Source: an optimization exercise on an open RTL-to-GDS flow (aim: small area, a short achievable clock period and few clock cycles). Production flows keep margins and buffers that such runs may drop.
Function was checked by simulation only, so behaviour that the tests miss may differ from the original.

`design/flow/config.mk`:
```
export PLATFORM = sky130hd
export DESIGN_NAME = fc_mvm_par
export DESIGN_NICKNAME = fc_mvm_par
export VERILOG_FILES = /design/flow/design.v
export SDC_FILE = /design/flow/constraint.sdc
export NUM_CORES = 4
export LEC_CHECK = 0
export CAP_MARGIN = 20
export CORE_MARGIN = 2
export CORE_UTILIZATION = 50
export SETUP_SLACK_MARGIN = 5
export SLEW_MARGIN = 20
```
`design/flow/constraint.sdc`:
```
create_clock -name core_clock -period 9.0 [get_ports {clk}]
set_input_delay 1.8000 -clock core_clock [delete_from_list [all_inputs] [get_ports {clk}]]
set_output_delay 1.8000 -clock core_clock [all_outputs]
set_load 0.01 [all_outputs]
```
`design/flow/design.v`:
```
package fc_pkg;
  localparam int ACC_W = 35;
endpackage
module fc_mac_lane (
  input  logic        clk,
  input  logic        first,      
  input  logic        valid,      
  input  logic [15:0] w,          
  input  logic [15:0] x1,         
  input  logic [17:0] x3,         
  output logic [15:0] result      
);
  logic [34:0] acc_s, acc_c, acc_s_in, acc_c_in, acc_s_nx, acc_c_nx, sum;
  logic [17:0] m1, m2, m3, m4;
  logic [18:0] wx;
  logic [5:0] neg, d1, d2, d3, d4, sb;
  localparam logic [34:0] INIT = 35'h6db700000;
  logic [17:0] pp0;
  logic [17:0] pp1;
  logic [17:0] pp2;
  logic [17:0] pp3;
  logic [17:0] pp4;
  logic [17:0] pp5;
  assign m1 = {{2{x1[15]}}, x1};
  assign m2 = {x1[15], x1, 1'b0};
  assign m3 = x3;
  assign m4 = {x1, 2'b00};
  assign wx = {{2{w[15]}}, w, 1'b0};
  always_comb begin
    for (int i = 0; i < 6; i++) begin
      logic b3, c2, c1, c0;
      b3 = wx[3*i+3];
      c2 = wx[3*i+2] ^ b3;
      c1 = wx[3*i+1] ^ b3;
      c0 = wx[3*i] ^ b3;
      neg[i] = valid & b3;
      d1[i] = ~c2 & (c1 ^ c0);
      d2[i] = (~c2 & c1 & c0) | (c2 & ~c1 & ~c0);
      d3[i] = c2 & (c1 ^ c0);
      d4[i] = c2 & c1 & c0;
    end
  end
  assign pp0 = (({18{d1[0]}} & m1) | ({18{d2[0]}} & m2) | ({18{d3[0]}} & m3) | ({18{d4[0]}} & m4)) ^ {18{neg[0]}};
  assign pp1 = (({18{d1[1]}} & m1) | ({18{d2[1]}} & m2) | ({18{d3[1]}} & m3) | ({18{d4[1]}} & m4)) ^ {18{neg[1]}};
  assign pp2 = (({18{d1[2]}} & m1) | ({18{d2[2]}} & m2) | ({18{d3[2]}} & m3) | ({18{d4[2]}} & m4)) ^ {18{neg[2]}};
  assign pp3 = (({18{d1[3]}} & m1) | ({18{d2[3]}} & m2) | ({18{d3[3]}} & m3) | ({18{d4[3]}} & m4)) ^ {18{neg[3]}};
  assign pp4 = (({18{d1[4]}} & m1) | ({18{d2[4]}} & m2) | ({18{d3[4]}} & m3) | ({18{d4[4]}} & m4)) ^ {18{neg[4]}};
  assign pp5 = (({18{d1[5]}} & m1) | ({18{d2[5]}} & m2) | ({18{d3[5]}} & m3) | ({18{d4[5]}} & m4)) ^ {18{neg[5]}};
  assign sb[0] = valid & ~pp0[17];
  assign sb[1] = valid & ~pp1[17];
  assign sb[2] = valid & ~pp2[17];
  assign sb[3] = valid & ~pp3[17];
  assign sb[4] = valid & ~pp4[17];
  assign sb[5] = valid & ~pp5[17];
  assign acc_s_in = first ? INIT : acc_s;
  assign acc_c_in = first ? '0 : acc_c;
  logic hs0, hc0, hs1, hc1, hs2, hc2, fs0, fc0, hs3, hc3, fs1, fc1, hs4, hc4, fs2, fc2, hs5, hc5, fs3, fc3, fs4, fc4, hs6, hc6, fs5, fc5, fs6, fc6, hs7, hc7, fs7, fc7, fs8, fc8, hs8, hc8, fs9, fc9, fs10, fc10, fs11, fc11, hs9, hc9, fs12, fc12, hs10, hc10, fs13, fc13, hs11, hc11, hs12, hc12, hs13, hc13, hs14, hc14, hs15, hc15, fs14, fc14, hs16, hc16, fs15, fc15, hs17, hc17, fs16, fc16, hs18, hc18, fs17, fc17, fs18, fc18, fs19, fc19, fs20, fc20, fs21, fc21, fs22, fc22, fs23, fc23, fs24, fc24, fs25, fc25, fs26, fc26, fs27, fc27, fs28, fc28, fs29, fc29, fs30, fc30, fs31, fc31, fs32, fc32, fs33, fc33, fs34, fc34, fs35, fc35, fs36, fc36, fs37, fc37, fs38, fc38, fs39, fc39, fs40, fc40, fs41, fc41, fs42, fc42, fs43, fc43, fs44, fc44, fs45, fc45, fs46, fc46, fs47, fc47, fs48, fc48, fs49, fc49, hs19, hc19, fs50, fc50, hs20, hc20, fs51, fc51, hs21, hc21, hs22, hc22, hs23, hc23, hs24, hc24, hs25, hc25, fs52, fc52, fs53, fc53, fs54, fc54, fs55, fc55, fs56, fc56, fs57, fc57, fs58, fc58, fs59, fc59, fs60, fc60, fs61, fc61, fs62, fc62, fs63, fc63, fs64, fc64, fs65, fc65, fs66, fc66, fs67, fc67, fs68, fc68, fs69, fc69, fs70, fc70, fs71, fc71, fs72, fc72, fs73, fc73, fs74, fc74, fs75, fc75, fs76, fc76, fs77, fc77, fs78, fc78, fs79, fc79, hs26, hc26, hs27, hc27, hs28, hc28, fs80, fc80, fs81, fc81, fs82, fc82, fs83, fc83, fs84, fc84, fs85, fc85, fs86, fc86, fs87, fc87, fs88, fc88, fs89, fc89, fs90, fc90, fs91, fc91, fs92, fc92, fs93, fc93, fs94, fc94, fs95, fc95, fs96, fc96, fs97, fc97, fs98, fc98, fs99, fc99, fs100, fc100, fs101, fc101, fs102, fc102, fs103, fc103, fs104, fc104, fs105, fc105, fs106, fc106, fs107, fc107, fs108, fc108, fs109, fc109, fs110, fc110, fs111, fc111, fs112, fc112, hs29, hc29;
  assign hs0 = neg[3] ^ acc_s_in[9];
  assign hc0 = neg[3] & acc_s_in[9];
  assign hs1 = acc_s_in[10] ^ acc_c_in[10];
  assign hc1 = acc_s_in[10] & acc_c_in[10];
  assign hs2 = acc_s_in[11] ^ acc_c_in[11];
  assign hc2 = acc_s_in[11] & acc_c_in[11];
  assign fs0 = neg[4] ^ acc_s_in[12] ^ acc_c_in[12];
  assign fc0 = (neg[4] & acc_s_in[12]) | (acc_c_in[12] & (neg[4] ^ acc_s_in[12]));
  assign hs3 = pp0[12] ^ pp1[9];
  assign hc3 = pp0[12] & pp1[9];
  assign fs1 = acc_s_in[13] ^ acc_c_in[13] ^ pp0[13];
  assign fc1 = (acc_s_in[13] & acc_c_in[13]) | (pp0[13] & (acc_s_in[13] ^ acc_c_in[13]));
  assign hs4 = pp1[10] ^ pp2[7];
  assign hc4 = pp1[10] & pp2[7];
  assign fs2 = acc_s_in[14] ^ acc_c_in[14] ^ pp0[14];
  assign fc2 = (acc_s_in[14] & acc_c_in[14]) | (pp0[14] & (acc_s_in[14] ^ acc_c_in[14]));
  assign hs5 = pp1[11] ^ pp2[8];
  assign hc5 = pp1[11] & pp2[8];
  assign fs3 = neg[5] ^ acc_s_in[15] ^ acc_c_in[15];
  assign fc3 = (neg[5] & acc_s_in[15]) | (acc_c_in[15] & (neg[5] ^ acc_s_in[15]));
  assign fs4 = pp0[15] ^ pp1[12] ^ pp2[9];
  assign fc4 = (pp0[15] & pp1[12]) | (pp2[9] & (pp0[15] ^ pp1[12]));
  assign hs6 = pp3[6] ^ pp4[3];
  assign hc6 = pp3[6] & pp4[3];
  assign fs5 = acc_s_in[16] ^ acc_c_in[16] ^ pp0[16];
  assign fc5 = (acc_s_in[16] & acc_c_in[16]) | (pp0[16] & (acc_s_in[16] ^ acc_c_in[16]));
  assign fs6 = pp1[13] ^ pp2[10] ^ pp3[7];
  assign fc6 = (pp1[13] & pp2[10]) | (pp3[7] & (pp1[13] ^ pp2[10]));
  assign hs7 = pp4[4] ^ pp5[1];
  assign hc7 = pp4[4] & pp5[1];
  assign fs7 = acc_s_in[17] ^ acc_c_in[17] ^ sb[0];
  assign fc7 = (acc_s_in[17] & acc_c_in[17]) | (sb[0] & (acc_s_in[17] ^ acc_c_in[17]));
  assign fs8 = pp1[14] ^ pp2[11] ^ pp3[8];
  assign fc8 = (pp1[14] & pp2[11]) | (pp3[8] & (pp1[14] ^ pp2[11]));
  assign hs8 = pp4[5] ^ pp5[2];
  assign hc8 = pp4[5] & pp5[2];
  assign fs9 = acc_s_in[18] ^ acc_c_in[18] ^ pp1[15];
  assign fc9 = (acc_s_in[18] & acc_c_in[18]) | (pp1[15] & (acc_s_in[18] ^ acc_c_in[18]));
  assign fs10 = pp2[12] ^ pp3[9] ^ pp4[6];
  assign fc10 = (pp2[12] & pp3[9]) | (pp4[6] & (pp2[12] ^ pp3[9]));
  assign fs11 = acc_s_in[19] ^ acc_c_in[19] ^ pp1[16];
  assign fc11 = (acc_s_in[19] & acc_c_in[19]) | (pp1[16] & (acc_s_in[19] ^ acc_c_in[19]));
  assign hs9 = pp2[13] ^ pp3[10];
  assign hc9 = pp2[13] & pp3[10];
  assign fs12 = acc_s_in[20] ^ acc_c_in[20] ^ sb[1];
  assign fc12 = (acc_s_in[20] & acc_c_in[20]) | (sb[1] & (acc_s_in[20] ^ acc_c_in[20]));
  assign hs10 = pp2[14] ^ pp3[11];
  assign hc10 = pp2[14] & pp3[11];
  assign fs13 = acc_s_in[21] ^ acc_c_in[21] ^ pp2[15];
  assign fc13 = (acc_s_in[21] & acc_c_in[21]) | (pp2[15] & (acc_s_in[21] ^ acc_c_in[21]));
  assign hs11 = acc_s_in[22] ^ acc_c_in[22];
  assign hc11 = acc_s_in[22] & acc_c_in[22];
  assign hs12 = acc_s_in[23] ^ acc_c_in[23];
  assign hc12 = acc_s_in[23] & acc_c_in[23];
  assign hs13 = neg[1] ^ acc_s_in[3];
  assign hc13 = neg[1] & acc_s_in[3];
  assign hs14 = acc_s_in[4] ^ acc_c_in[4];
  assign hc14 = acc_s_in[4] & acc_c_in[4];
  assign hs15 = acc_s_in[5] ^ acc_c_in[5];
  assign hc15 = acc_s_in[5] & acc_c_in[5];
  assign fs14 = neg[2] ^ acc_s_in[6] ^ acc_c_in[6];
  assign fc14 = (neg[2] & acc_s_in[6]) | (acc_c_in[6] & (neg[2] ^ acc_s_in[6]));
  assign hs16 = pp0[6] ^ pp1[3];
  assign hc16 = pp0[6] & pp1[3];
  assign fs15 = acc_s_in[7] ^ acc_c_in[7] ^ pp0[7];
  assign fc15 = (acc_s_in[7] & acc_c_in[7]) | (pp0[7] & (acc_s_in[7] ^ acc_c_in[7]));
  assign hs17 = pp1[4] ^ pp2[1];
  assign hc17 = pp1[4] & pp2[1];
  assign fs16 = acc_s_in[8] ^ acc_c_in[8] ^ pp0[8];
  assign fc16 = (acc_s_in[8] & acc_c_in[8]) | (pp0[8] & (acc_s_in[8] ^ acc_c_in[8]));
  assign hs18 = pp1[5] ^ pp2[2];
  assign hc18 = pp1[5] & pp2[2];
  assign fs17 = acc_c_in[9] ^ pp0[9] ^ pp1[6];
  assign fc17 = (acc_c_in[9] & pp0[9]) | (pp1[6] & (acc_c_in[9] ^ pp0[9]));
  assign fs18 = pp2[3] ^ pp3[0] ^ hs0;
  assign fc18 = (pp2[3] & pp3[0]) | (hs0 & (pp2[3] ^ pp3[0]));
  assign fs19 = pp0[10] ^ pp1[7] ^ pp2[4];
  assign fc19 = (pp0[10] & pp1[7]) | (pp2[4] & (pp0[10] ^ pp1[7]));
  assign fs20 = pp3[1] ^ hc0 ^ hs1;
  assign fc20 = (pp3[1] & hc0) | (hs1 & (pp3[1] ^ hc0));
  assign fs21 = pp0[11] ^ pp1[8] ^ pp2[5];
  assign fc21 = (pp0[11] & pp1[8]) | (pp2[5] & (pp0[11] ^ pp1[8]));
  assign fs22 = pp3[2] ^ hc1 ^ hs2;
  assign fc22 = (pp3[2] & hc1) | (hs2 & (pp3[2] ^ hc1));
  assign fs23 = pp2[6] ^ pp3[3] ^ pp4[0];
  assign fc23 = (pp2[6] & pp3[3]) | (pp4[0] & (pp2[6] ^ pp3[3]));
  assign fs24 = hc2 ^ fs0 ^ hs3;
  assign fc24 = (hc2 & fs0) | (hs3 & (hc2 ^ fs0));
  assign fs25 = pp3[4] ^ pp4[1] ^ fc0;
  assign fc25 = (pp3[4] & pp4[1]) | (fc0 & (pp3[4] ^ pp4[1]));
  assign fs26 = hc3 ^ hs4 ^ fs1;
  assign fc26 = (hc3 & hs4) | (fs1 & (hc3 ^ hs4));
  assign fs27 = pp3[5] ^ pp4[2] ^ hc4;
  assign fc27 = (pp3[5] & pp4[2]) | (hc4 & (pp3[5] ^ pp4[2]));
  assign fs28 = hs5 ^ fc1 ^ fs2;
  assign fc28 = (hs5 & fc1) | (fs2 & (hs5 ^ fc1));
  assign fs29 = pp5[0] ^ fs3 ^ hc5;
  assign fc29 = (pp5[0] & fs3) | (hc5 & (pp5[0] ^ fs3));
  assign fs30 = hs6 ^ fc2 ^ fs4;
  assign fc30 = (hs6 & fc2) | (fs4 & (hs6 ^ fc2));
  assign fs31 = fc3 ^ hc6 ^ hs7;
  assign fc31 = (fc3 & hc6) | (hs7 & (fc3 ^ hc6));
  assign fs32 = fc4 ^ fs5 ^ fs6;
  assign fc32 = (fc4 & fs5) | (fs6 & (fc4 ^ fs5));
  assign fs33 = hc7 ^ hs8 ^ fc5;
  assign fc33 = (hc7 & hs8) | (fc5 & (hc7 ^ hs8));
  assign fs34 = fc6 ^ fs7 ^ fs8;
  assign fc34 = (fc6 & fs7) | (fs8 & (fc6 ^ fs7));
  assign fs35 = pp5[3] ^ hc8 ^ fc7;
  assign fc35 = (pp5[3] & hc8) | (fc7 & (pp5[3] ^ hc8));
  assign fs36 = fc8 ^ fs9 ^ fs10;
  assign fc36 = (fc8 & fs9) | (fs10 & (fc8 ^ fs9));
  assign fs37 = pp4[7] ^ pp5[4] ^ hs9;
  assign fc37 = (pp4[7] & pp5[4]) | (hs9 & (pp4[7] ^ pp5[4]));
  assign fs38 = fc9 ^ fc10 ^ fs11;
  assign fc38 = (fc9 & fc10) | (fs11 & (fc9 ^ fc10));
  assign fs39 = pp4[8] ^ pp5[5] ^ hc9;
  assign fc39 = (pp4[8] & pp5[5]) | (hc9 & (pp4[8] ^ pp5[5]));
  assign fs40 = hs10 ^ fc11 ^ fs12;
  assign fc40 = (hs10 & fc11) | (fs12 & (hs10 ^ fc11));
  assign fs41 = pp3[12] ^ pp4[9] ^ pp5[6];
  assign fc41 = (pp3[12] & pp4[9]) | (pp5[6] & (pp3[12] ^ pp4[9]));
  assign fs42 = hc10 ^ fc12 ^ fs13;
  assign fc42 = (hc10 & fc12) | (fs13 & (hc10 ^ fc12));
  assign fs43 = pp2[16] ^ pp3[13] ^ pp4[10];
  assign fc43 = (pp2[16] & pp3[13]) | (pp4[10] & (pp2[16] ^ pp3[13]));
  assign fs44 = pp5[7] ^ hs11 ^ fc13;
  assign fc44 = (pp5[7] & hs11) | (fc13 & (pp5[7] ^ hs11));
  assign fs45 = sb[2] ^ pp3[14] ^ pp4[11];
  assign fc45 = (sb[2] & pp3[14]) | (pp4[11] & (sb[2] ^ pp3[14]));
  assign fs46 = pp5[8] ^ hc11 ^ hs12;
  assign fc46 = (pp5[8] & hc11) | (hs12 & (pp5[8] ^ hc11));
  assign fs47 = acc_s_in[24] ^ acc_c_in[24] ^ pp3[15];
  assign fc47 = (acc_s_in[24] & acc_c_in[24]) | (pp3[15] & (acc_s_in[24] ^ acc_c_in[24]));
  assign fs48 = pp4[12] ^ pp5[9] ^ hc12;
  assign fc48 = (pp4[12] & pp5[9]) | (hc12 & (pp4[12] ^ pp5[9]));
  assign fs49 = acc_s_in[25] ^ acc_c_in[25] ^ pp3[16];
  assign fc49 = (acc_s_in[25] & acc_c_in[25]) | (pp3[16] & (acc_s_in[25] ^ acc_c_in[25]));
  assign hs19 = pp4[13] ^ pp5[10];
  assign hc19 = pp4[13] & pp5[10];
  assign fs50 = acc_s_in[26] ^ acc_c_in[26] ^ sb[3];
  assign fc50 = (acc_s_in[26] & acc_c_in[26]) | (sb[3] & (acc_s_in[26] ^ acc_c_in[26]));
  assign hs20 = pp4[14] ^ pp5[11];
  assign hc20 = pp4[14] & pp5[11];
  assign fs51 = acc_s_in[27] ^ acc_c_in[27] ^ pp4[15];
  assign fc51 = (acc_s_in[27] & acc_c_in[27]) | (pp4[15] & (acc_s_in[27] ^ acc_c_in[27]));
  assign hs21 = acc_s_in[28] ^ acc_c_in[28];
  assign hc21 = acc_s_in[28] & acc_c_in[28];
  assign hs22 = acc_s_in[29] ^ acc_c_in[29];
  assign hc22 = acc_s_in[29] & acc_c_in[29];
  assign hs23 = neg[0] ^ acc_s_in[0];
  assign hc23 = neg[0] & acc_s_in[0];
  assign hs24 = acc_s_in[1] ^ acc_c_in[1];
  assign hc24 = acc_s_in[1] & acc_c_in[1];
  assign hs25 = acc_s_in[2] ^ acc_c_in[2];
  assign hc25 = acc_s_in[2] & acc_c_in[2];
  assign fs52 = acc_c_in[3] ^ pp0[3] ^ pp1[0];
  assign fc52 = (acc_c_in[3] & pp0[3]) | (pp1[0] & (acc_c_in[3] ^ pp0[3]));
  assign fs53 = pp0[4] ^ pp1[1] ^ hc13;
  assign fc53 = (pp0[4] & pp1[1]) | (hc13 & (pp0[4] ^ pp1[1]));
  assign fs54 = pp0[5] ^ pp1[2] ^ hc14;
  assign fc54 = (pp0[5] & pp1[2]) | (hc14 & (pp0[5] ^ pp1[2]));
  assign fs55 = pp2[0] ^ hc15 ^ fs14;
  assign fc55 = (pp2[0] & hc15) | (fs14 & (pp2[0] ^ hc15));
  assign fs56 = fc14 ^ hc16 ^ hs17;
  assign fc56 = (fc14 & hc16) | (hs17 & (fc14 ^ hc16));
  assign fs57 = hc17 ^ hs18 ^ fc15;
  assign fc57 = (hc17 & hs18) | (fc15 & (hc17 ^ hs18));
  assign fs58 = hc18 ^ fc16 ^ fs17;
  assign fc58 = (hc18 & fc16) | (fs17 & (hc18 ^ fc16));
  assign fs59 = fc17 ^ fs19 ^ fc18;
  assign fc59 = (fc17 & fs19) | (fc18 & (fc17 ^ fs19));
  assign fs60 = fc19 ^ fs21 ^ fc20;
  assign fc60 = (fc19 & fs21) | (fc20 & (fc19 ^ fs21));
  assign fs61 = fc21 ^ fs23 ^ fc22;
  assign fc61 = (fc21 & fs23) | (fc22 & (fc21 ^ fs23));
  assign fs62 = fc23 ^ fs25 ^ fc24;
  assign fc62 = (fc23 & fs25) | (fc24 & (fc23 ^ fs25));
  assign fs63 = fc25 ^ fs27 ^ fc26;
  assign fc63 = (fc25 & fs27) | (fc26 & (fc25 ^ fs27));
  assign fs64 = fc27 ^ fs29 ^ fc28;
  assign fc64 = (fc27 & fs29) | (fc28 & (fc27 ^ fs29));
  assign fs65 = fc29 ^ fs31 ^ fc30;
  assign fc65 = (fc29 & fs31) | (fc30 & (fc29 ^ fs31));
  assign fs66 = fc31 ^ fc32 ^ fs33;
  assign fc66 = (fc31 & fc32) | (fs33 & (fc31 ^ fc32));
  assign fs67 = fc33 ^ fc34 ^ fs35;
  assign fc67 = (fc33 & fc34) | (fs35 & (fc33 ^ fc34));
  assign fs68 = fc35 ^ fs37 ^ fc36;
  assign fc68 = (fc35 & fs37) | (fc36 & (fc35 ^ fs37));
  assign fs69 = fs39 ^ fc37 ^ fc38;
  assign fc69 = (fs39 & fc37) | (fc38 & (fs39 ^ fc37));
  assign fs70 = fs41 ^ fc39 ^ fc40;
  assign fc70 = (fs41 & fc39) | (fc40 & (fs41 ^ fc39));
  assign fs71 = fc41 ^ fs43 ^ fc42;
  assign fc71 = (fc41 & fs43) | (fc42 & (fc41 ^ fs43));
  assign fs72 = fc43 ^ fs45 ^ fs46;
  assign fc72 = (fc43 & fs45) | (fs46 & (fc43 ^ fs45));
  assign fs73 = fc45 ^ fs47 ^ fs48;
  assign fc73 = (fc45 & fs47) | (fs48 & (fc45 ^ fs47));
  assign fs74 = hs19 ^ fc47 ^ fc48;
  assign fc74 = (hs19 & fc47) | (fc48 & (hs19 ^ fc47));
  assign fs75 = hc19 ^ hs20 ^ fc49;
  assign fc75 = (hc19 & hs20) | (fc49 & (hc19 ^ hs20));
  assign fs76 = pp5[12] ^ hc20 ^ fc50;
  assign fc76 = (pp5[12] & hc20) | (fc50 & (pp5[12] ^ hc20));
  assign fs77 = pp4[16] ^ pp5[13] ^ hs21;
  assign fc77 = (pp4[16] & pp5[13]) | (hs21 & (pp4[16] ^ pp5[13]));
  assign fs78 = sb[4] ^ pp5[14] ^ hc21;
  assign fc78 = (sb[4] & pp5[14]) | (hc21 & (sb[4] ^ pp5[14]));
  assign fs79 = acc_s_in[30] ^ acc_c_in[30] ^ pp5[15];
  assign fc79 = (acc_s_in[30] & acc_c_in[30]) | (pp5[15] & (acc_s_in[30] ^ acc_c_in[30]));
  assign hs26 = acc_s_in[31] ^ acc_c_in[31];
  assign hc26 = acc_s_in[31] & acc_c_in[31];
  assign hs27 = acc_s_in[32] ^ acc_c_in[32];
  assign hc27 = acc_s_in[32] & acc_c_in[32];
  assign hs28 = acc_c_in[0] ^ pp0[0];
  assign hc28 = acc_c_in[0] & pp0[0];
  assign fs80 = pp0[1] ^ hc23 ^ hs24;
  assign fc80 = (pp0[1] & hc23) | (hs24 & (pp0[1] ^ hc23));
  assign fs81 = pp0[2] ^ hc24 ^ hs25;
  assign fc81 = (pp0[2] & hc24) | (hs25 & (pp0[2] ^ hc24));
  assign fs82 = hc25 ^ hs13 ^ fs52;
  assign fc82 = (hc25 & hs13) | (fs52 & (hc25 ^ hs13));
  assign fs83 = hs14 ^ fc52 ^ fs53;
  assign fc83 = (hs14 & fc52) | (fs53 & (hs14 ^ fc52));
  assign fs84 = hs15 ^ fc53 ^ fs54;
  assign fc84 = (hs15 & fc53) | (fs54 & (hs15 ^ fc53));
  assign fs85 = hs16 ^ fc54 ^ fs55;
  assign fc85 = (hs16 & fc54) | (fs55 & (hs16 ^ fc54));
  assign fs86 = fs15 ^ fc55 ^ fs56;
  assign fc86 = (fs15 & fc55) | (fs56 & (fs15 ^ fc55));
  assign fs87 = fs16 ^ fc56 ^ fs57;
  assign fc87 = (fs16 & fc56) | (fs57 & (fs16 ^ fc56));
  assign fs88 = fs18 ^ fc57 ^ fs58;
  assign fc88 = (fs18 & fc57) | (fs58 & (fs18 ^ fc57));
  assign fs89 = fs20 ^ fc58 ^ fs59;
  assign fc89 = (fs20 & fc58) | (fs59 & (fs20 ^ fc58));
  assign fs90 = fs22 ^ fc59 ^ fs60;
  assign fc90 = (fs22 & fc59) | (fs60 & (fs22 ^ fc59));
  assign fs91 = fs24 ^ fc60 ^ fs61;
  assign fc91 = (fs24 & fc60) | (fs61 & (fs24 ^ fc60));
  assign fs92 = fc61 ^ fs26 ^ fs62;
  assign fc92 = (fc61 & fs26) | (fs62 & (fc61 ^ fs26));
  assign fs93 = fs28 ^ fc62 ^ fs63;
  assign fc93 = (fs28 & fc62) | (fs63 & (fs28 ^ fc62));
  assign fs94 = fs30 ^ fc63 ^ fs64;
  assign fc94 = (fs30 & fc63) | (fs64 & (fs30 ^ fc63));
  assign fs95 = fs32 ^ fc64 ^ fs65;
  assign fc95 = (fs32 & fc64) | (fs65 & (fs32 ^ fc64));
  assign fs96 = fs34 ^ fc65 ^ fs66;
  assign fc96 = (fs34 & fc65) | (fs66 & (fs34 ^ fc65));
  assign fs97 = fs36 ^ fc66 ^ fs67;
  assign fc97 = (fs36 & fc66) | (fs67 & (fs36 ^ fc66));
  assign fs98 = fs38 ^ fc67 ^ fs68;
  assign fc98 = (fs38 & fc67) | (fs68 & (fs38 ^ fc67));
  assign fs99 = fs40 ^ fc68 ^ fs69;
  assign fc99 = (fs40 & fc68) | (fs69 & (fs40 ^ fc68));
  assign fs100 = fs42 ^ fc69 ^ fs70;
  assign fc100 = (fs42 & fc69) | (fs70 & (fs42 ^ fc69));
  assign fs101 = fs44 ^ fc70 ^ fs71;
  assign fc101 = (fs44 & fc70) | (fs71 & (fs44 ^ fc70));
  assign fs102 = fc44 ^ fs72 ^ fc71;
  assign fc102 = (fc44 & fs72) | (fc71 & (fc44 ^ fs72));
  assign fs103 = fc46 ^ fs73 ^ fc72;
  assign fc103 = (fc46 & fs73) | (fc72 & (fc46 ^ fs73));
  assign fs104 = fs49 ^ fc73 ^ fs74;
  assign fc104 = (fs49 & fc73) | (fs74 & (fs49 ^ fc73));
  assign fs105 = fs50 ^ fc74 ^ fs75;
  assign fc105 = (fs50 & fc74) | (fs75 & (fs50 ^ fc74));
  assign fs106 = fs51 ^ fc75 ^ fs76;
  assign fc106 = (fs51 & fc75) | (fs76 & (fs51 ^ fc75));
  assign fs107 = fc51 ^ fs77 ^ fc76;
  assign fc107 = (fc51 & fs77) | (fc76 & (fc51 ^ fs77));
  assign fs108 = hs22 ^ fs78 ^ fc77;
  assign fc108 = (hs22 & fs78) | (fc77 & (hs22 ^ fs78));
  assign fs109 = hc22 ^ fc78 ^ fs79;
  assign fc109 = (hc22 & fc78) | (fs79 & (hc22 ^ fc78));
  assign fs110 = pp5[16] ^ hs26 ^ fc79;
  assign fc110 = (pp5[16] & hs26) | (fc79 & (pp5[16] ^ hs26));
  assign fs111 = sb[5] ^ hc26 ^ hs27;
  assign fc111 = (sb[5] & hc26) | (hs27 & (sb[5] ^ hc26));
  assign fs112 = acc_s_in[33] ^ acc_c_in[33] ^ hc27;
  assign fc112 = (acc_s_in[33] & acc_c_in[33]) | (hc27 & (acc_s_in[33] ^ acc_c_in[33]));
  assign hs29 = acc_s_in[34] ^ acc_c_in[34];
  assign hc29 = acc_s_in[34] & acc_c_in[34];
  assign acc_s_nx[0] = hs28;
  assign acc_c_nx[0] = hs23;
  assign acc_s_nx[1] = hc28;
  assign acc_c_nx[1] = fs80;
  assign acc_s_nx[2] = fc80;
  assign acc_c_nx[2] = fs81;
  assign acc_s_nx[3] = fc81;
  assign acc_c_nx[3] = fs82;
  assign acc_s_nx[4] = fc82;
  assign acc_c_nx[4] = fs83;
  assign acc_s_nx[5] = fc83;
  assign acc_c_nx[5] = fs84;
  assign acc_s_nx[6] = fc84;
  assign acc_c_nx[6] = fs85;
  assign acc_s_nx[7] = fc85;
  assign acc_c_nx[7] = fs86;
  assign acc_s_nx[8] = fc86;
  assign acc_c_nx[8] = fs87;
  assign acc_s_nx[9] = fc87;
  assign acc_c_nx[9] = fs88;
  assign acc_s_nx[10] = fc88;
  assign acc_c_nx[10] = fs89;
  assign acc_s_nx[11] = fc89;
  assign acc_c_nx[11] = fs90;
  assign acc_s_nx[12] = fc90;
  assign acc_c_nx[12] = fs91;
  assign acc_s_nx[13] = fc91;
  assign acc_c_nx[13] = fs92;
  assign acc_s_nx[14] = fc92;
  assign acc_c_nx[14] = fs93;
  assign acc_s_nx[15] = fc93;
  assign acc_c_nx[15] = fs94;
  assign acc_s_nx[16] = fc94;
  assign acc_c_nx[16] = fs95;
  assign acc_s_nx[17] = fc95;
  assign acc_c_nx[17] = fs96;
  assign acc_s_nx[18] = fc96;
  assign acc_c_nx[18] = fs97;
  assign acc_s_nx[19] = fc97;
  assign acc_c_nx[19] = fs98;
  assign acc_s_nx[20] = fc98;
  assign acc_c_nx[20] = fs99;
  assign acc_s_nx[21] = fc99;
  assign acc_c_nx[21] = fs100;
  assign acc_s_nx[22] = fc100;
  assign acc_c_nx[22] = fs101;
  assign acc_s_nx[23] = fc101;
  assign acc_c_nx[23] = fs102;
  assign acc_s_nx[24] = fc102;
  assign acc_c_nx[24] = fs103;
  assign acc_s_nx[25] = fc103;
  assign acc_c_nx[25] = fs104;
  assign acc_s_nx[26] = fc104;
  assign acc_c_nx[26] = fs105;
  assign acc_s_nx[27] = fc105;
  assign acc_c_nx[27] = fs106;
  assign acc_s_nx[28] = fc106;
  assign acc_c_nx[28] = fs107;
  assign acc_s_nx[29] = fc107;
  assign acc_c_nx[29] = fs108;
  assign acc_s_nx[30] = fc108;
  assign acc_c_nx[30] = fs109;
  assign acc_s_nx[31] = fc109;
  assign acc_c_nx[31] = fs110;
  assign acc_s_nx[32] = fc110;
  assign acc_c_nx[32] = fs111;
  assign acc_s_nx[33] = fc111;
  assign acc_c_nx[33] = fs112;
  assign acc_s_nx[34] = fc112;
  assign acc_c_nx[34] = hs29;
  always_ff @(posedge clk) begin
    acc_s <= acc_s_nx;
    acc_c <= acc_c_nx;
  end
  assign sum = acc_s + acc_c;
  always_comb begin
    if (sum[34])            result = 16'h0000;
    else if (|sum[33:15])  result = 16'h7fff;
    else                    result = {1'b0, sum[14:0]};
  end
endmodule
module fc_mvm_par #(
  parameter int M = 8,
  parameter int N = 8,
  parameter int T = 16,
  parameter int P = 2,
  parameter int R = 1
) (
  input  logic                     clk,
  input  logic                     reset,
  input  logic                     input_valid,
  output logic                     input_ready,
  input  logic [T-1:0]             input_data,
  output logic                     output_valid,
  input  logic                     output_ready,
  output logic [T-1:0]             output_data,
  input  logic                     w_wr_en,
  input  logic [$clog2(M*N)-1:0]   w_addr,
  input  logic [T-1:0]             w_data,
  output logic                     w_ready
);
  logic [15:0] w_mem [64];
  always_ff @(posedge clk) begin
    if (w_wr_en && w_ready) w_mem[w_addr] <= w_data;
  end
  logic [2:0]  x_cnt;             
  logic        sk_v;              
  logic [15:0] sk_d;
  logic [2:0]  sk_col;
  logic        xv;                
  logic [15:0] x_d;
  logic [2:0]  x_col;
  logic [15:0] x1_s1;             
  logic [17:0] x3_s1;             
  logic        s1_valid, s1_first, s1_last;
  logic [15:0] w_sel [8];
  logic        acc_done;          
  logic [15:0] q [9];             
  logic [3:0]  cnt;               
  logic [15:0] res [8];
  logic accept, fire, cp, acc_done_n, move, xfree, sk_v_n;
  logic [3:0] cnt_n;
  logic [2:0] x_cnt_n;
  assign accept  = input_valid & input_ready;
  assign fire    = output_valid & output_ready;
  assign cp      = acc_done & (cnt <= 4'd1);
  assign acc_done_n = (acc_done & ~cp) | s1_last;
  assign cnt_n   = cnt - {3'b0, fire} + (cp ? 4'd8 : 4'd0);
  assign move    = xv & ((x_col != 3'd0) | ~acc_done_n | (cnt_n <= 4'd1));
  assign xfree   = move | ~xv;
  assign sk_v_n  = (sk_v | accept) & ~xfree;
  assign x_cnt_n = x_cnt + {2'b0, accept};
  always_ff @(posedge clk or posedge reset) begin
    if (reset) begin
      x_cnt        <= '0;
      sk_v         <= 1'b0;
      xv           <= 1'b0;
      s1_valid     <= 1'b0;
      s1_first     <= 1'b0;
      s1_last      <= 1'b0;
      acc_done     <= 1'b0;
      cnt          <= '0;
      output_valid <= 1'b0;
      input_ready  <= 1'b0;
      w_ready      <= 1'b0;
    end else begin
      x_cnt        <= x_cnt_n;
      sk_v         <= sk_v_n;
      if (xfree) xv <= sk_v | accept;
      s1_valid     <= move;
      s1_first     <= move & (x_col == 3'd0);
      s1_last      <= move & (x_col == 3'd7);
      acc_done     <= acc_done_n;
      cnt          <= cnt_n;
      output_valid <= (cnt_n != 4'd0);
      input_ready  <= ~sk_v_n;
      w_ready      <= (x_cnt_n == 3'd0) & ~sk_v_n;
    end
  end
  always_ff @(posedge clk) begin
    if (accept & ~xfree) begin
      sk_d   <= input_data;
      sk_col <= x_cnt;
    end
    if (xfree) begin
      x_d   <= sk_v ? sk_d : input_data;
      x_col <= sk_v ? sk_col : x_cnt;
    end
  end
  logic [17:0] x_ext;
  assign x_ext = {{2{x_d[15]}}, x_d};
  always_ff @(posedge clk) begin
    x1_s1 <= move ? x_d : 16'd0;
    x3_s1 <= move ? x_ext + {x_ext[16:0], 1'b0} : 18'd0;
    for (int r = 0; r < 8; r++) w_sel[r] <= w_mem[{r[2:0], x_col}];
  end
  for (genvar r = 0; r < 8; r++) begin : g_row
    fc_mac_lane u_lane (
      .clk    (clk),
      .first  (s1_first),
      .valid  (s1_valid),
      .w      (w_sel[r]),
      .x1     (x1_s1),
      .x3     (x3_s1),
      .result (res[r])
    );
  end
  logic keep0;
  assign keep0 = (cnt == 4'd1) & ~fire;
  always_ff @(posedge clk or posedge reset) begin
    if (reset) q[0] <= '0;
    else if (cp & ~keep0) q[0] <= res[0];
    else if (fire) q[0] <= q[1];
  end
  always_ff @(posedge clk) begin
    for (int k = 1; k < 9; k++) begin
      if (cp) begin
        if (keep0) q[k] <= res[k-1];
        else if (k < 8) q[k] <= res[k];
      end else if (fire) begin
        if (k < 8) q[k] <= q[k+1];
      end
    end
  end
  assign output_data = q[0];
endmodule
```
`design/flow/run.sh`:
```
#!/bin/bash
# synth_recipe.tcl (not shown) runs the flow's synth.tcl, then flattens the netlist and writes it again
# the make line also repeats each setting of config.mk as NAME=value (left out here)
make -C /OpenROAD-flow-scripts/flow DESIGN_CONFIG=/design/flow/config.mk WORK_HOME=/design/flow/orfs CLKGATE_MAP_FILE= SYNTH_SCRIPT=/design/flow/synth_recipe.tcl finish
```
==> summary.txt, run 1 <==
The global-route wire length before repair came out at 621000 microns. Measured along the x axis, the die boundary spans 521 microns. Setup repair after global routing could not meet its margin everywhere.

Among all flip-flop cells after synthesis, the most frequent one is edfxtp_1. The placement-stage cell area is 0.137 sq mm.

TritonCTS built the clock tree. CTS saw 1933 sinks. The sequential element share of the synthesized area is 37.9%.

The netlist uses 91 different library cells. The area growth from synthesis to layout came out at 13.1%. The signal arrival time at the worst endpoint is 4.86 ns. Summing the areas of all compound-gate instances in the mapped netlist gives 14.5% of the synthesized area. The number of instances in the synthesized netlist is 12400. In this run the standard cell core region covers 0.266 sq mm.

The initial detailed-routing violation count came out at 11400. The post-route minimum period is 4.22 ns. STA classifies the critical path endpoint as a flip-flop. The all-layer global routing usage came out at 30.2%. The final layout contains routed wiring with a total length of 430000 microns.

The number of violations of the max-capacitance limit is 0. The aggregate global routing overflow came out at 0. The transition at the pin with the smallest max-transition slack is 1.13 ns. The slowest stage of the critical path belongs to the cell nor4_4. Summed over all failing endpoints, the final setup total negative slack is 0 ns. The final number of max-transition violations is 0. In this run the worst hold path is classified as reg2reg. The largest net degree at the start of global routing came out at 140. Summing all non-filler instances in the final layout gives an area of 0.151 sq mm. The first TritonRoute pass finished after 10 iterations. In this run the deepest clock path goes through 4 buffers. The clock tree skew after final layout came out at 0.0911 ns.

The wire length per cell after detailed routing came out at 27.0 microns. The fraction of layout instances using a drive strength above 1 is 16.0%. The mux cell area share after synthesis is 5.83%. The headroom to the max-slew limit is 24.0%. The filler cell count is 22000. The synthesized netlist devotes 7.38% of its cell area to XOR and XNOR gates. The met2 wire length came out at 191000 microns.

The root buffer cell is clkbuf_16. The initial antenna violation count came out at 35. The critical path class is reg2reg. Of the total synthesized cell area, the portion taken by full adders, half adders and majority gates is 18.6%. The library cells used most frequently in the layout, excluding fill and tap cells, are edfxtp_1 (1182), inv_1 (1088), xnor2_1 (973). The synthesized area is 0.134 sq mm. The via density per instance came out at 6.21.

In this run the number of H-tree levels came out at 4. The number of core rows is 189. Synthesis produced a netlist with a net count of 13900. The data required time of the worst path is 9.64 ns. The clock-pin transition on the worst setup and hold timing paths is 0.06 ns. 62 I/O pins were placed. The count of buffers added on input and output ports is 60.

The largest stage delay on the critical path is 0.37 ns. The synthesized design contains 1182 enable-type register cells. The run finished with no timing, DRC or antenna violations.

The routed metal-1 wire length came out at 176000 microns. By area, the combinational part of the netlist is dominated by adder cells. Of the total synthesized cell area, the portion taken by AND, OR, NAND and NOR gates is 9.90%.

The detailed router placed 99100 vias in this run. In the routed design, unresolved DRC markers number 0. The number of global-route vias before repair came out at 96800. Summed over all nets, wire length on met3 after detailed routing comes to 40200 microns. The number of flip-flops and latches in the synthesized netlist came out at 1933.

The final HPWL from detailed placement is 278000 microns. The latest clock arrival within the worst-skew pair is 0.94 ns. The final core area utilization is 56.9%.

The area of the die is 0.271 sq mm. The synthesized area per cell came out at 10.8 sq um.

The initial utilization of the core area, before any placement, comes to 50.3%. The number of hold violations in the final report came out at 0. Leaving out fill and tap cells, the most frequent cell in the layout is edfxtp_1. The final clock period utilization by the worst path is 46.9%. At the end of routability-driven placement, the weighted congestion stood at 0.919. Measured along the y axis, the die boundary spans 521 microns. The final net count came out at 13700. The maximum clock frequency came out at 0.237 GHz. The number of setup violations in the final report came out at 0. The cell count after placement is 15300.

The critical-path maximum fanout came out at 5. The top layer reached by signal wires is met5. The number of buffers created by CTS is 215.

In this run the remaining antenna-violating nets after routing total 0. The fraction of synthesis flops using an asynchronous set or reset pin is 1.60%.

The element type at the critical path start is a flip-flop. Yosys printed 7 warnings. For this design, the CTS-stage hold fixing added 0 buffers. Traced cell by cell, the critical path runs through ha_4, fa_2, a21o_1, a221oi_4, o221ai_1, buf_4, a21o_1, a211o_1, a2111oi_4, nand4_1, nor4_4, o2111ai_4, buf_12, buf_12, nor2_4, o221ai_2. The filler-free cell count of the finished design is 15900.
layout make-up:
cell class | instances | area (sq um) | area share (%)
multi-input cells | 8398 | 78500 | 51.9
clock inverters | 100 | 1330 | 0.877
well taps | 3533 | 4420 | 2.93
clock buffers | 299 | 5990 | 3.97
inverters | 1140 | 4360 | 2.88
diodes | 13 | 32.5 | 0.0215
flip-flops and latches | 1933 | 50900 | 33.7
repair buffers | 527 | 5500 | 3.64
layer usage:
layer	GRT usage, %	vias to the layer above
met5	0	-
met4	13.7	18
met3	5.73	1286
met1	41.4	49300
met2	46.7	4961
li1	-	43500
worst max-delay path, delay by kind of cell (launching register included):
kind	cells	cell delay [ns]
DFF	1	0.33
AOI/OAI and AO/OA	8	1.74
and+or+nand+nor	3	0.78
buffers and inverters	3	0.54
adders and majority gates	2	0.53
state kept, by name, indices dropped and copies added (netlist names):
signal	count
w_mem	1024
g_row.u_lane.acc_c	280
g_row.u_lane.acc_s	280
q	135
w_sel	128
sk_d	16
x1_s1	16
x3_s1	16
x_d	16
cnt	4
sk_col	3
x_cnt	3
x_col	3
acc_done	1
input_ready	1
output_valid	1
s1_first	1
s1_last	1
s1_valid	1
sk_v	1
w_ready	1
xv	1
Yosys cell counts, types with 31 or more instances:
master | number | share of area (%)
o21ai_0 | 344 | 1.3
fa_1 | 914 | 14
a221oi_1 | 465 | 3.0
a222oi_1 | 36 | 0.27
buf_1 | 87 | 0.24
and3_1 | 31 | 0.15
clkbuf_1 | 856 | 2.4
nor2_1 | 569 | 1.6
xor2_1 | 133 | 0.87
a21oi_1 | 358 | 1.3
nand3_1 | 93 | 0.35
a21o_1 | 137 | 0.77
o21a_1 | 40 | 0.22
dfrtp_1 | 31 | 0.58
and2_1 | 71 | 0.33
o211ai_1 | 95 | 0.53
or2_2 | 79 | 0.37
nand3b_1 | 73 | 0.41
inv_2 | 32 | 0.090
dfxtp_1 | 720 | 11
a22oi_1 | 71 | 0.40
a31oi_1 | 135 | 0.63
nor3_1 | 65 | 0.24
nand2_1 | 1001 | 2.8
o21bai_1 | 45 | 0.25
nand2b_1 | 238 | 1.1
mux2_2 | 154 | 1.3
xnor2_1 | 993 | 6.5
nand4_1 | 75 | 0.35
a211oi_1 | 149 | 0.84
mux4_2 | 256 | 4.3
o21ai_1 | 68 | 0.25
inv_1 | 1106 | 3.1
edfxtp_1 | 1182 | 27
nor2b_1 | 353 | 1.7
o221ai_1 | 47 | 0.31
a22o_1 | 462 | 3.0
ha_1 | 523 | 4.9
repair_timing:
item,in CTS,in global routing
gates resized for setup,635,391
buffers inserted,129,93
cloned,6,18
setup endpoints to repair,515,370
pin swaps,139,93
through the flow:
step	setup WS, ns	hold WS (ns)
2_1_floorplan	4.97	0.432
3_3_place_gp	3.08	0.463
3_5_place_dp	3.16	0.462
4_1_cts	4.86	0.478
5_1_grt	4.75	0.506
6_report	4.78	0.477
final timing paths:
check	start	to	slack [ns]	cells past startpoint
worst max register to register	g_row[2].u_lane.acc_s[0]$_DFF_P_	q[2][11]$_DFFE_PP_	4.78	16
max in group asynchronous	reset	q[0][1]$_DFFE_PP0P_	6.73	2
min in group asynchronous	reset	acc_done$_DFF_PP0_	1.64	2
worst max-delay path	g_row[2].u_lane.acc_s[0]$_DFF_P_	q[2][11]$_DFFE_PP_	4.78	16
worst min register to register	x_cnt[1]$_DFF_PP0_	sk_col[1]$_DFFE_PP_	0.48	0
worst min-delay path	x_cnt[1]$_DFF_PP0_	sk_col[1]$_DFFE_PP_	0.48	0
cells by family after synthesis:
family	count (synthesis)
adders and majority gates	1437
AOI/OAI and AO/OA	2646
and+or+nand+nor	2743
xor gates and xnor gates	1126
DFF	1933
muxes	439
buffers and inverters	2085
other	1
Testbench counts, summed over its fixed seeds: cycles 1,624.
==> run 2: changes to the inputs <==
--- a/design/flow/design.v
+++ b/design/flow/design.v
@@ -10,7 +10,7 @@
   input  logic [17:0] x3,         
   output logic [15:0] result      
 );
-  logic [34:0] acc_s, acc_c, acc_s_in, acc_c_in, acc_s_nx, acc_c_nx, sum;
+  logic [34:0] acc_s, acc_c, acc_s_in, acc_c_in, acc_s_nx, acc_c_nx;
   logic [17:0] m1, m2, m3, m4;
   logic [18:0] wx;
   logic [5:0] neg, d1, d2, d3, d4, sb;
@@ -415,11 +415,21 @@
     acc_s <= acc_s_nx;
     acc_c <= acc_c_nx;
   end
-  assign sum = acc_s + acc_c;
+  logic [15:0] lo;
+  logic [20:0] up;
+  logic [19:0] ua, ub, uk;
+  logic neg_sum, up_zero;
+  assign lo = {1'b0, acc_s[14:0]} + {1'b0, acc_c[14:0]};
+  assign ua = acc_s[34:15];
+  assign ub = acc_c[34:15];
+  assign up = {1'b0, ua[18:0], 1'b1} + {1'b0, ub[18:0], lo[15]};
+  assign neg_sum = ua[19] ^ ub[19] ^ up[20];
+  assign uk = {ua[18:0] | ub[18:0], lo[15]};
+  assign up_zero = ((ua ^ ub) == uk);
   always_comb begin
-    if (sum[34])            result = 16'h0000;
-    else if (|sum[33:15])  result = 16'h7fff;
-    else                    result = {1'b0, sum[14:0]};
+    if (neg_sum)       result = 16'h0000;
+    else if (!up_zero) result = 16'h7fff;
+    else               result = {1'b0, lo[14:0]};
   end
 endmodule
 module fc_mvm_par #(
@@ -442,9 +452,27 @@
   input  logic [T-1:0]             w_data,
   output logic                     w_ready
 );
-  logic [15:0] w_mem [64];
+  logic [15:0] ring [8][8];       
+  logic [2:0]  ph;                
+  logic        pend_v;            
+  logic [2:0]  pend_row, pend_col;
+  logic [15:0] pend_d;
+  logic        w_acc, pend_land, pend_v_n;
+  assign w_acc     = w_wr_en & w_ready;
+  assign pend_land = pend_v & (pend_col == ph);
+  assign pend_v_n  = w_acc | (pend_v & ~pend_land);
   always_ff @(posedge clk) begin
-    if (w_wr_en && w_ready) w_mem[w_addr] <= w_data;
+    ph     <= ph + 3'd1;
+    pend_v <= pend_v_n;
+    if (w_acc) begin
+      pend_row <= w_addr[5:3];
+      pend_col <= w_addr[2:0];
+      pend_d   <= w_data;
+    end
+    for (int r = 0; r < 8; r++) begin
+      for (int p = 0; p < 7; p++) ring[r][p] <= ring[r][p+1];
+      ring[r][7] <= (pend_land && pend_row == r[2:0]) ? pend_d : ring[r][0];
+    end
   end
   logic [2:0]  x_cnt;             
   logic        sk_v;              
@@ -458,18 +486,23 @@
   logic        s1_valid, s1_first, s1_last;
   logic [15:0] w_sel [8];
   logic        acc_done;          
-  logic [15:0] q [9];             
-  logic [3:0]  cnt;               
+  logic [15:0] slot [8];          
+  logic [2:0]  rp;                
+  logic [3:0]  sc;                
   logic [15:0] res [8];
-  logic accept, fire, cp, acc_done_n, move, xfree, sk_v_n;
-  logic [3:0] cnt_n;
+  logic accept, ofree, cp, acc_done_n, move, xfree, sk_v_n;
+  logic [3:0] sc_n;
   logic [2:0] x_cnt_n;
   assign accept  = input_valid & input_ready;
-  assign fire    = output_valid & output_ready;
-  assign cp      = acc_done & (cnt <= 4'd1);
+  assign ofree   = ~output_valid | output_ready;
+  assign cp      = acc_done & (sc == 4'd0);
   assign acc_done_n = (acc_done & ~cp) | s1_last;
-  assign cnt_n   = cnt - {3'b0, fire} + (cp ? 4'd8 : 4'd0);
-  assign move    = xv & ((x_col != 3'd0) | ~acc_done_n | (cnt_n <= 4'd1));
+  always_comb begin
+    if (cp)                       sc_n = ofree ? 4'd7 : 4'd8;
+    else if (ofree && sc != 4'd0) sc_n = sc - 4'd1;
+    else                          sc_n = sc;
+  end
+  assign move    = xv & ((x_col != 3'd0) | ~acc_done_n | (sc_n == 4'd0));
   assign xfree   = move | ~xv;
   assign sk_v_n  = (sk_v | accept) & ~xfree;
   assign x_cnt_n = x_cnt + {2'b0, accept};
@@ -482,8 +515,10 @@
       s1_first     <= 1'b0;
       s1_last      <= 1'b0;
       acc_done     <= 1'b0;
-      cnt          <= '0;
+      sc           <= '0;
+      rp           <= '0;
       output_valid <= 1'b0;
+      output_data  <= '0;
       input_ready  <= 1'b0;
       w_ready      <= 1'b0;
     end else begin
@@ -494,10 +529,22 @@
       s1_first     <= move & (x_col == 3'd0);
       s1_last      <= move & (x_col == 3'd7);
       acc_done     <= acc_done_n;
-      cnt          <= cnt_n;
-      output_valid <= (cnt_n != 4'd0);
+      sc           <= sc_n;
+      if (cp) begin
+        rp <= ofree ? 3'd1 : 3'd0;
+        if (ofree) begin
+          output_valid <= 1'b1;
+          output_data  <= res[0];
+        end
+      end else if (ofree) begin
+        output_valid <= (sc != 4'd0);
+        if (sc != 4'd0) begin
+          output_data <= slot[rp];
+          rp          <= rp + 3'd1;
+        end
+      end
       input_ready  <= ~sk_v_n;
-      w_ready      <= (x_cnt_n == 3'd0) & ~sk_v_n;
+      w_ready      <= (x_cnt_n == 3'd0) & ~sk_v_n & ~pend_v_n;
     end
   end
   always_ff @(posedge clk) begin
@@ -509,13 +556,18 @@
       x_d   <= sk_v ? sk_d : input_data;
       x_col <= sk_v ? sk_col : x_cnt;
     end
+    if (cp) for (int k = 0; k < 8; k++) slot[k] <= res[k];
   end
   logic [17:0] x_ext;
-  assign x_ext = {{2{x_d[15]}}, x_d};
+  logic [2:0]  rd_pos;
+  assign x_ext  = {{2{x_d[15]}}, x_d};
+  assign rd_pos = x_col - ph;
   always_ff @(posedge clk) begin
     x1_s1 <= move ? x_d : 16'd0;
     x3_s1 <= move ? x_ext + {x_ext[16:0], 1'b0} : 18'd0;
-    for (int r = 0; r < 8; r++) w_sel[r] <= w_mem[{r[2:0], x_col}];
+    for (int r = 0; r < 8; r++)
+      w_sel[r] <= (pend_v && pend_row == r[2:0] && pend_col == x_col) ? pend_d
+                                                                      : ring[r][rd_pos];
   end
   for (genvar r = 0; r < 8; r++) begin : g_row
     fc_mac_lane u_lane (
@@ -528,22 +580,4 @@
       .result (res[r])
     );
   end
-  logic keep0;
-  assign keep0 = (cnt == 4'd1) & ~fire;
-  always_ff @(posedge clk or posedge reset) begin
-    if (reset) q[0] <= '0;
-    else if (cp & ~keep0) q[0] <= res[0];
-    else if (fire) q[0] <= q[1];
-  end
-  always_ff @(posedge clk) begin
-    for (int k = 1; k < 9; k++) begin
-      if (cp) begin
-        if (keep0) q[k] <= res[k-1];
-        else if (k < 8) q[k] <= res[k];
-      end else if (fire) begin
-        if (k < 8) q[k] <= q[k+1];
-      end
-    end
-  end
-  assign output_data = q[0];
 endmodule
--- a/design/flow/config.mk
+++ b/design/flow/config.mk
@@ -7,6 +7,6 @@
 export LEC_CHECK = 0
 export CAP_MARGIN = 20
 export CORE_MARGIN = 2
-export CORE_UTILIZATION = 50
+export CORE_UTILIZATION = 45
 export SETUP_SLACK_MARGIN = 5
 export SLEW_MARGIN = 20
==> summary.txt, run 2 <==
The initial antenna violation count was 32. After synthesis the netlist holds a flip-flop and latch count of 1962. The die is 526 microns tall. The largest stage delay on the critical path came out at 0.34 ns.

The largest individual stage delay along the critical path comes from the cell dfxtp_2. The first global-routing pass estimated 602000 microns of wire.

Entering global routing, the biggest net connects 149 pins. With fillers left out, the area of the finished cells amounts to 0.141 sq mm. The CTS tree is yes. ring holds more flip-flops than any other register. The depth of the CTS H-tree is 4. The placement-stage cell area came out at 0.126 sq mm. The via density per instance is 5.87. The synthesized area is 0.123 sq mm.

At the later pin of the worst-skew pair, clock insertion delay measures 0.93 ns. In the synthesized netlist, mux cells make up 3.48% of the area. The area fraction in compound gates after synthesis is 15.0%. After synthesis, the cell types taking the most area are dfxtp_1 (29%), fa_1 (15%), xnor2_1 (7.0%).

The number of global-route vias before repair is 94200. Relative to the synthesized area, the layout overhead comes to 15.0%. For the pin with the worst max-slew slack, the measured transition is 1.23 ns.

The all-layer global routing usage is 28.5%. The element type at the critical path start is a flip-flop. The number of hold violations in the final report is 0. The net count after synthesis came out at 14300. Global routing finished with a remaining overflow of 0. The starting utilization of the core area came out at 45.3%. STA classifies the critical path endpoint as a flip-flop. The most common cell after layout, fill and taps aside is dfxtp_1. The fraction of layout instances using a drive strength above 1 came out at 14.5%. The number of core rows came out at 191. The run finished with no timing, DRC or antenna violations. The number of enable-type register cells in the synthesized netlist is 180. The sequential element share of the synthesized area came out at 33.6%. The number of buffers created by CTS is 216.

Summing all flip-flop and latch instances after layout gives 0.0416 sq mm. The main combinational cell family by area after synthesis is adder cells. The path length in cells of the critical path came out at 27.

After Yosys synthesis, full adders, half adders and majority gates account for 21.9% of the synthesized area. The area taken by multi-input logic gates came out at 0.0756 sq mm. The overall routed net length is 411000 microns. The final sum of negative setup slack is 0 ns.

The total number of vias came out at 95700. The most used flip-flop cell after synthesis is dfxtp_1. The synthesized area per cell came out at 9.66 sq um. The maximum clock frequency is 0.237 GHz.

The worst register-to-register path has a depth of 27. Counting instances in the post-synthesis netlist gives the leading cell types as dfxtp_1 (1748), inv_1 (1388), nand2_1 (1059). The headroom to the max-slew limit is 17.7%. The number of top-level pins came out at 62.

The critical-path maximum fanout is 2. Leaving out fill and tap cells, the most frequent cells in the layout are dfxtp_1 (1610), inv_1 (1364), nand2_1 (1009). The clock tree skew after final layout is 0.0900 ns. The worst hold path belongs to the class reg2reg.

Of the total synthesized cell area, the portion taken by XOR and XNOR cells is 8.61%. The clock passes through at most 4 buffers. The wire length per cell after detailed routing came out at 25.2 microns. STA puts the critical path data required time at 9.61 ns. The most numerous cell on the critical path is buf_4. In this run the biggest area consumer among cell types represents 28.5% of the synthesized area. The number of optimization iterations in the first detailed-route pass is 9. The clock drives 1962 sinks. The placer's final routability congestion estimate is 0.903. Of the total synthesized cell area, the portion taken by AND, OR, NAND and NOR gates is 10.0%. The die width came out at 526 microns. Once detail routing completed, the nets flagged for antenna violations numbered 0.

The flip-flop count of the largest register after layout came out at 1024. The final net count is 14200. The number of setup violations in the final report came out at 0. Grouping stages by cell kind, the critical path spends the most delay in buffers and inverters.

The post-route minimum period came out at 4.22 ns. The number of violations of the max-capacitance limit is 0. The cell type with the largest total area after synthesis is dfxtp_1. The setup path with the least slack is of type reg2reg.

The number of buffers and inverters on the critical path is 18. The area of the die came out at 0.277 sq mm. The fraction of synthesis flops using an asynchronous set or reset pin is 1.73%. The final number of max-transition violations came out at 0. The signal arrival time at the worst endpoint is 4.83 ns. The area of the core is 0.271 sq mm. The number of instances in the synthesized netlist came out at 12700. In this run the clock root is driven by a clkbuf_16. After layout, the worst path uses 46.9% of the clock period. After clock tree synthesis, the clock-pin slew on the worst setup and hold paths is 0.06 ns. In the final layout, the registers with the most flip-flops are ring (1024), g_row.u_lane.acc_c (280), g_row.u_lane.acc_s (280). Fill cells in the final layout number 24100. The number of remaining DRC errors came out at 0. The number of warnings reported in the yosys synthesis log is 9.

The number of stages on the worst hold path is 0. The most frequent cell after synthesis is dfxtp_1. The number of distinct library cell variants in the gate-level netlist after synthesis came out at 72. The initial detailed-routing violation count is 10900. Setup repair after global routing could not meet its margin everywhere. The number of input and output port buffers inserted is 60.

Hold is met by 0.284 ns. The final HPWL from detailed placement came out at 262000 microns.
run 2: area by class of cell:
| class | count | share of cell area, % |
|---|---|---|
| diodes | 8 | 0.0142 |
| well taps | 3570 | 3.17 |
| clock buffers | 296 | 4.37 |
| multi-input cells | 8374 | 53.6 |
| flip-flops and latches | 1962 | 29.5 |
| clock inverters | 98 | 0.867 |
| repair buffers | 585 | 4.66 |
| inverters | 1421 | 3.85 |
run 2: kinds of logic (layout without fill, tap and decap cells):
kind of cell,Yosys count,count (layout)
buf+inv,2366,2400
compound gates,2574,2574
xor+xnor,1206,1206
fa+ha+maj,1596,1596
simple gates,2664,2665
mux,332,332
flops,1962,1962
other cells,1,9
run 2: stage by stage:
stage	util (%)	instances	setup WS, ns
2_1_floorplan	-	12700	4.31
3_3_place_gp	46.6	15600	3.76
3_5_place_dp	46.6	15600	3.72
4_1_cts	50.9	16200	4.78
5_1_grt	52.0	16300	4.62
6_report	52.1	16300	4.78
run 2: repair_timing:
item | in CTS | in global routing
endpoints found under the setup margin | 552 | 357
setup buffers | 169 | 95
cloned | 20 | 11
pin swaps | 115 | 102
resized for setup | 533 | 463
hold endpoints to repair | 0 | 0
hold buffers | 0 | 0
run 2: worst paths after layout:
path | startpoint | to | slack (ns)
worst min register to register | ring[19][0]$_DFF_P_ | ring[18][0]$_DFF_P_ | 0.28
worst max register to register | g_row[4].u_lane.acc_s[1]$_DFF_P_ | slot[4][13]$_SDFFCE_PP0P_ | 4.78
worst min-delay path | ring[19][0]$_DFF_P_ | ring[18][0]$_DFF_P_ | 0.28
worst max-delay path | g_row[4].u_lane.acc_s[1]$_DFF_P_ | slot[4][13]$_SDFFCE_PP0P_ | 4.78
max in group asynchronous | reset | output_data[13]$_DFFE_PP0P_ | 7.15
min in group asynchronous | reset | s1_first$_DFF_PP0_ | 1.26
run 2: per-layer routing:
layer	vias to the layer above	track usage [%]	wire length [microns]	part of all wire (%)
met5	-	0	106	0.026
met3	1174	6.60	43000	10
met4	14	11.6	20500	5.0
li1	42500	-	-	-
met1	47100	38.6	170000	41
met2	4913	43.6	177000	43
Testbench counts of run 2, summed over its fixed seeds: cycles 1,624.

port drivers added, routing unchanged:
Ports are ideal in the flow. The routed layouts listed here were re-timed in OpenROAD.
Step 1: set_driving_cell puts a clkbuf_16 on clk and a buf_2 on each other input, an assumption about the parent block.
Step 2 adds t to the input delays and takes it off the output delays; t is the mean of the earliest and latest rising clock arrival at the registers after step 1. Input paths then give back, and output paths get back, about the clock's delay inside the block.
Slacks: ideal ports / drivers / drivers and shift; pairs: ideal ports / drivers.
run	shift t [ns]	setup WS [ns]	worst setup path after step 2	latest minus earliest clock arrival (ns)	cell pins on the clock port's net
run 1	0.991	4.777 / 4.777 / 4.109	input to register	0.096 / 0.096	1
run 2	0.978	4.780 / 4.780 / 4.304	input to register	0.093 / 0.093	1
After both steps setup and hold are still met in every run listed. The setup slack of run 1, which loses most, moves by 0.000 ns with the drivers and by -0.668 ns with both steps.
